This is an optimization exercise on Yosys and OpenROAD, whose aim is small area and a short achievable clock period, not a production implementation.
In this exercise RTL edits were held to simulation tests only and were not proved equivalent to the original.
Power and IR drop assume default switching activity.

Design xillybus_apfifo_bridge, start of the top module:
module xillybus_apfifo_bridge #(
   parameter int DATA_W = 128,
   parameter int ADDR_W = 4
) (
   input  logic              bus_clk,
   input  logic              reset,
   input  logic              user_w_write_128_wren,
   input  logic [DATA_W-1:0] user_w_write_128_data,
   output logic              user_w_write_128_full,
   input  logic              user_w_write_128_open,
   input  logic              user_r_read_128_rden,
   output logic [DATA_W-1:0] user_r_read_128_data,
   output logic              user_r_read_128_empty,
   output logic              user_r_read_128_eof,
   input  logic              user_r_read_128_open,
   output logic [DATA_W-1:0] in_dout,
   output logic              in_empty_n,
   input  logic              in_read,
   output logic              in_closed,
   input  logic [DATA_W-1:0] out_din,
   output logic              out_full_n,
   input  logic              out_write,
   input  logic              out_last,
   output logic              overflow
);
   localparam int DEPTH = 1 << ADDR_W;
   localparam int RA    = DEPTH - 1;           
  ...
==> flow/config.mk <==
export PLATFORM = sky130hd
export DESIGN_NAME = xillybus_apfifo_bridge
export DESIGN_NICKNAME = xillybus_apfifo_bridge
export VERILOG_FILES = /design/flow/design.v
export SDC_FILE = /design/flow/constraint.sdc
export NUM_CORES = 4
export LEC_CHECK = 0
export CAP_MARGIN = 20
export CORE_MARGIN = 2
export CORE_UTILIZATION = 60
export CTS_CLUSTER_DIAMETER = 80
export CTS_CLUSTER_SIZE = 30
export PLACE_DENSITY = 0.65
export SETUP_SLACK_MARGIN = 2.55
export SLEW_MARGIN = 20
==> flow/constraint.sdc <==
create_clock -name core_clock -period 5.0 [get_ports {bus_clk}]
set_input_delay 1.0000 -clock core_clock [delete_from_list [all_inputs] [get_ports {bus_clk}]]
set_output_delay 1.0000 -clock core_clock [all_outputs]
set_load 0.01 [all_outputs]
standard.sh (not shown) runs the stock make flow with config.mk's settings and CLKGATE_MAP_FILE= SYNTH_SCRIPT=/design/flow/synth_recipe.tcl, a recipe that flattens the netlist after the stock synthesis.
==> flow/flow/run.sh <==
#!/bin/bash
# Standard layout, except that the port buffers that global placement inserts on every
# input and output are buf_2 cells instead of the tool's default choice, and clock tree
# synthesis places its buffers at most 200 um apart.
set -euo pipefail
export BUFFER_PORTS_ARGS="-buffer_cell sky130_fd_sc_hd__buf_2"
export CTS_BUF_DISTANCE=200
bash standard.sh > make_finish.log 2>&1
The starting point completed without violations.
Edit:
==> flow/flow/run.sh (replaced) <==
#!/bin/bash
# Standard layout, except that the port buffers that global placement inserts on every
# input and output are buf_2 cells instead of the tool's default choice.
set -euo pipefail
export BUFFER_PORTS_ARGS="-buffer_cell sky130_fd_sc_hd__buf_2"
bash standard.sh > make_finish.log 2>&1
CORE_UTILIZATION = 65   (was 60)
PLACE_DENSITY = 0.7   (was 0.65)
SETUP_SLACK_MARGIN = 2.7   (was 2.55)
Outcome: First-iteration DRC count came out higher by 13%; worst setup slack gains 0.016 ns; wire length goes up by 1.7%; non-clock buffer count came out higher by 102; sequential cell count does not change; cell count went down by 0.89%; critical path depth came out lower by 3; hold slack is worse by 0.0092 ns.

---

## JK
xillybus_apfifo_bridge again, from the RTL that the note above started with.
Settings: LEC_CHECK=0, CAP_MARGIN=20, CORE_MARGIN=2, CORE_UTILIZATION=65, CTS_CLUSTER_DIAMETER=80, CTS_CLUSTER_SIZE=30, PLACE_DENSITY=0.7, SETUP_SLACK_MARGIN=2.7, SLEW_MARGIN=20; clock period 5.0 ns.
==> flow/flow/run.sh <==
#!/bin/bash
# Standard layout, except that the port buffers that global placement inserts on every
# input and output are buf_2 cells instead of the tool's default choice, and clock tree
# synthesis places its buffers at most 200 um apart.
set -euo pipefail
export BUFFER_PORTS_ARGS="-buffer_cell sky130_fd_sc_hd__buf_2"
export CTS_BUF_DISTANCE=200
bash standard.sh > make_finish.log 2>&1
JK did not stop at any stage, and its layout met the timing, design-rule and antenna checks.
Input changes introduced in MS (baseline for comparison: JK):
- SETUP_SLACK_MARGIN now 2.6, was 2.7
- CORE_UTILIZATION now 60, was 65
- PLACE_DENSITY now 0.65, was 0.7
[MS] switching power summed over all nets rose about 1.2% relative to JK
MS | status: complete | timing, DRC, antenna: pass
In summary, JK completed successfully, with a layout that passed the timing, design-rule and antenna checks.
Looking at MS and JK, the fraction of area in multi-input gates is a wash.
Of MS and JK, JK shows the higher global-route usage, with MS below it.
Going from JK to MS, power grew slightly.
JK has a higher routed wire length than MS.
Changes in AL relative to MS:
- TNS_END_PERCENT: unset -> 10
- On clock-pin slew on the worst setup and hold paths, AL tracks MS almost exactly.
- On routed wire length, MS loses to AL.
- On final cell count, MS and AL are neck and neck.
- The power on AL is in line with that on MS.
- Comparing MS and AL, power density over the cells is lower on MS.
- In the reports for MS and AL, the larger first-pass GRT wire length belongs to MS.
- On number of nets at the end of the flow, MS and AL are neck and neck.
The following lists how TR was set up differently from AL:
- SETUP_SLACK_MARGIN: 2.6 -> 2.7
- TNS_END_PERCENT: 10 -> unset
[summary]
Power density over cell area: higher on AL. Across AL and TR, none had a timing, DRC or antenna violation. For AL, the launching instance or port of the critical path was in_read, unlike TR, where it was empty_a_q. Last element of the critical path: in_closed -> TR, mem_a[185] -> AL. Diff AL..TR | total design power | negligible. Run comparison: TR cell with the biggest individual delay on the critical path sky130_fd_sc_hd__dfxtp_2; AL cell with the biggest individual delay on the critical path sky130_fd_sc_hd__buf_12. Going from AL to TR, setup slack after layout saw an increase, number of multi-input combinational cells saw little to no change, multi-input logic portion of the cell area saw little to no change, sequential cell count saw little to no change, clock period minus final worst setup slack saw a decrease.
--- input diff TR..PW ---
- a change of SETUP_SLACK_MARGIN from 2.7 to 2.6
- a deleted PLACE_DENSITY that had been 0.65
- a change of CORE_UTILIZATION from 60 to 55
--- outcome ---
PW vs. TR: global-route usage shows a reduction of 2.6 points, die area picked up an extra 9.0%.
When PW is set beside TR, its fraction of area in registers turns out to be 0.29 points larger.

---

xenon:
Another version of the RTL of xillybus_apfifo_bridge (not shown whole).
Size: about 4300 flip-flops, roughly 530 I/O pins.
Settings: LEC_CHECK=0, CAP_MARGIN=20, CORE_MARGIN=2, CORE_UTILIZATION=40, SETUP_SLACK_MARGIN=2.4, SLEW_MARGIN=20; clock period 5.0 ns.
run.sh (not shown) runs the stock make flow with config.mk's settings and CLKGATE_MAP_FILE= SYNTH_SCRIPT=/design/flow/synth_recipe.tcl, a recipe that flattens the netlist after the stock synthesis.
Stock flow here: none of the scripts above is used.
#### Input delta (ember over xenon)
- swapping 2.4 for 2.8 in SETUP_SLACK_MARGIN
Notes after the runs:
- Non-clock buffer count was lower in xenon than in ember.
- The clock insertion delay at the later pin of the skew report reported for ember is greater than that of xenon by 0.03 ns.
- STATUS final worst setup slack: ember loses against xenon
- ember against xenon: via count of the first global-routing pass shows an increase of 2.1%; total wire length after detailed routing shows an increase of 12%; share of layout cells above drive strength 1 shows an increase of 4.4 points; sum of buffers and inverters on the critical path shows no meaningful change.
Modified inputs, cedar compared to ember
- a deleted SETUP_SLACK_MARGIN that had been 2.8
### Flow results
- Having completed the whole flow, cedar delivered a layout that passed the timing, design-rule and antenna checks.
- For ember, the critical path endpoint was user_r_read_128_data[25], unlike cedar, where it was head_a[127]$_DFFE_PP_.
- Number of gates resized after CTS, ember and cedar: smaller value in cedar
- Compared with ember, in cedar clock latency on the worst-skew pair was more or less identical; count of routing violations after the opening detailed-route iteration went down by 1757.

==> separate check: timing with driven ports <==
The results above use ideal ports. As a check the final layouts listed here were re-extracted and re-timed, cells and wires unchanged.
Step 1 sets driving cells, clkbuf_16 on the clock port and buf_2 on the other inputs (assumed; they add their load-dependent delay and slew).
Step 2 adds t to the input delays and takes it off the output delays; t is the mean of the earliest and latest rising clock arrival at the registers after step 1. Input paths then give back, and output paths get back, about the clock's delay inside the block.
Slacks: ideal ports / drivers / drivers and shift; pairs: ideal ports / drivers.
run	t (ns)	slack for setup (ns)	clock arrival spread, ns	slew at the worst register clock pin (ns)
the first run of note 1	0.968	2.475 / 2.433 / 1.590	0.044 / 0.045	0.12 / 0.12
the second run of note 1	0.982	2.491 / 2.392 / 1.655	0.046 / 0.045	0.12 / 0.12
JK	0.960	2.518 / 2.412 / 1.659	0.045 / 0.045	0.12 / 0.12
MS	0.972	2.507 / 2.399 / 1.728	0.037 / 0.037	0.12 / 0.12
AL	0.972	2.205 / 2.177 / 1.265	0.047 / 0.047	0.12 / 0.12
TR	0.957	2.519 / 2.414 / 1.737	0.073 / 0.073	0.12 / 0.12
PW	0.964	2.472 / 2.426 / 1.639	0.050 / 0.050	0.12 / 0.12
xenon	1.036	2.218 / 2.116 / 1.355	0.082 / 0.082	0.07 / 0.07
ember	1.059	2.210 / 2.106 / 1.300	0.099 / 0.099	0.07 / 0.07
cedar	1.052	1.709 / 1.675 / 0.733	0.079 / 0.079	0.07 / 0.07
After both steps every run listed still meets setup and hold. The setup slack of cedar, which loses most, moves by -0.034 ns with the drivers and by -0.976 ns with both steps.
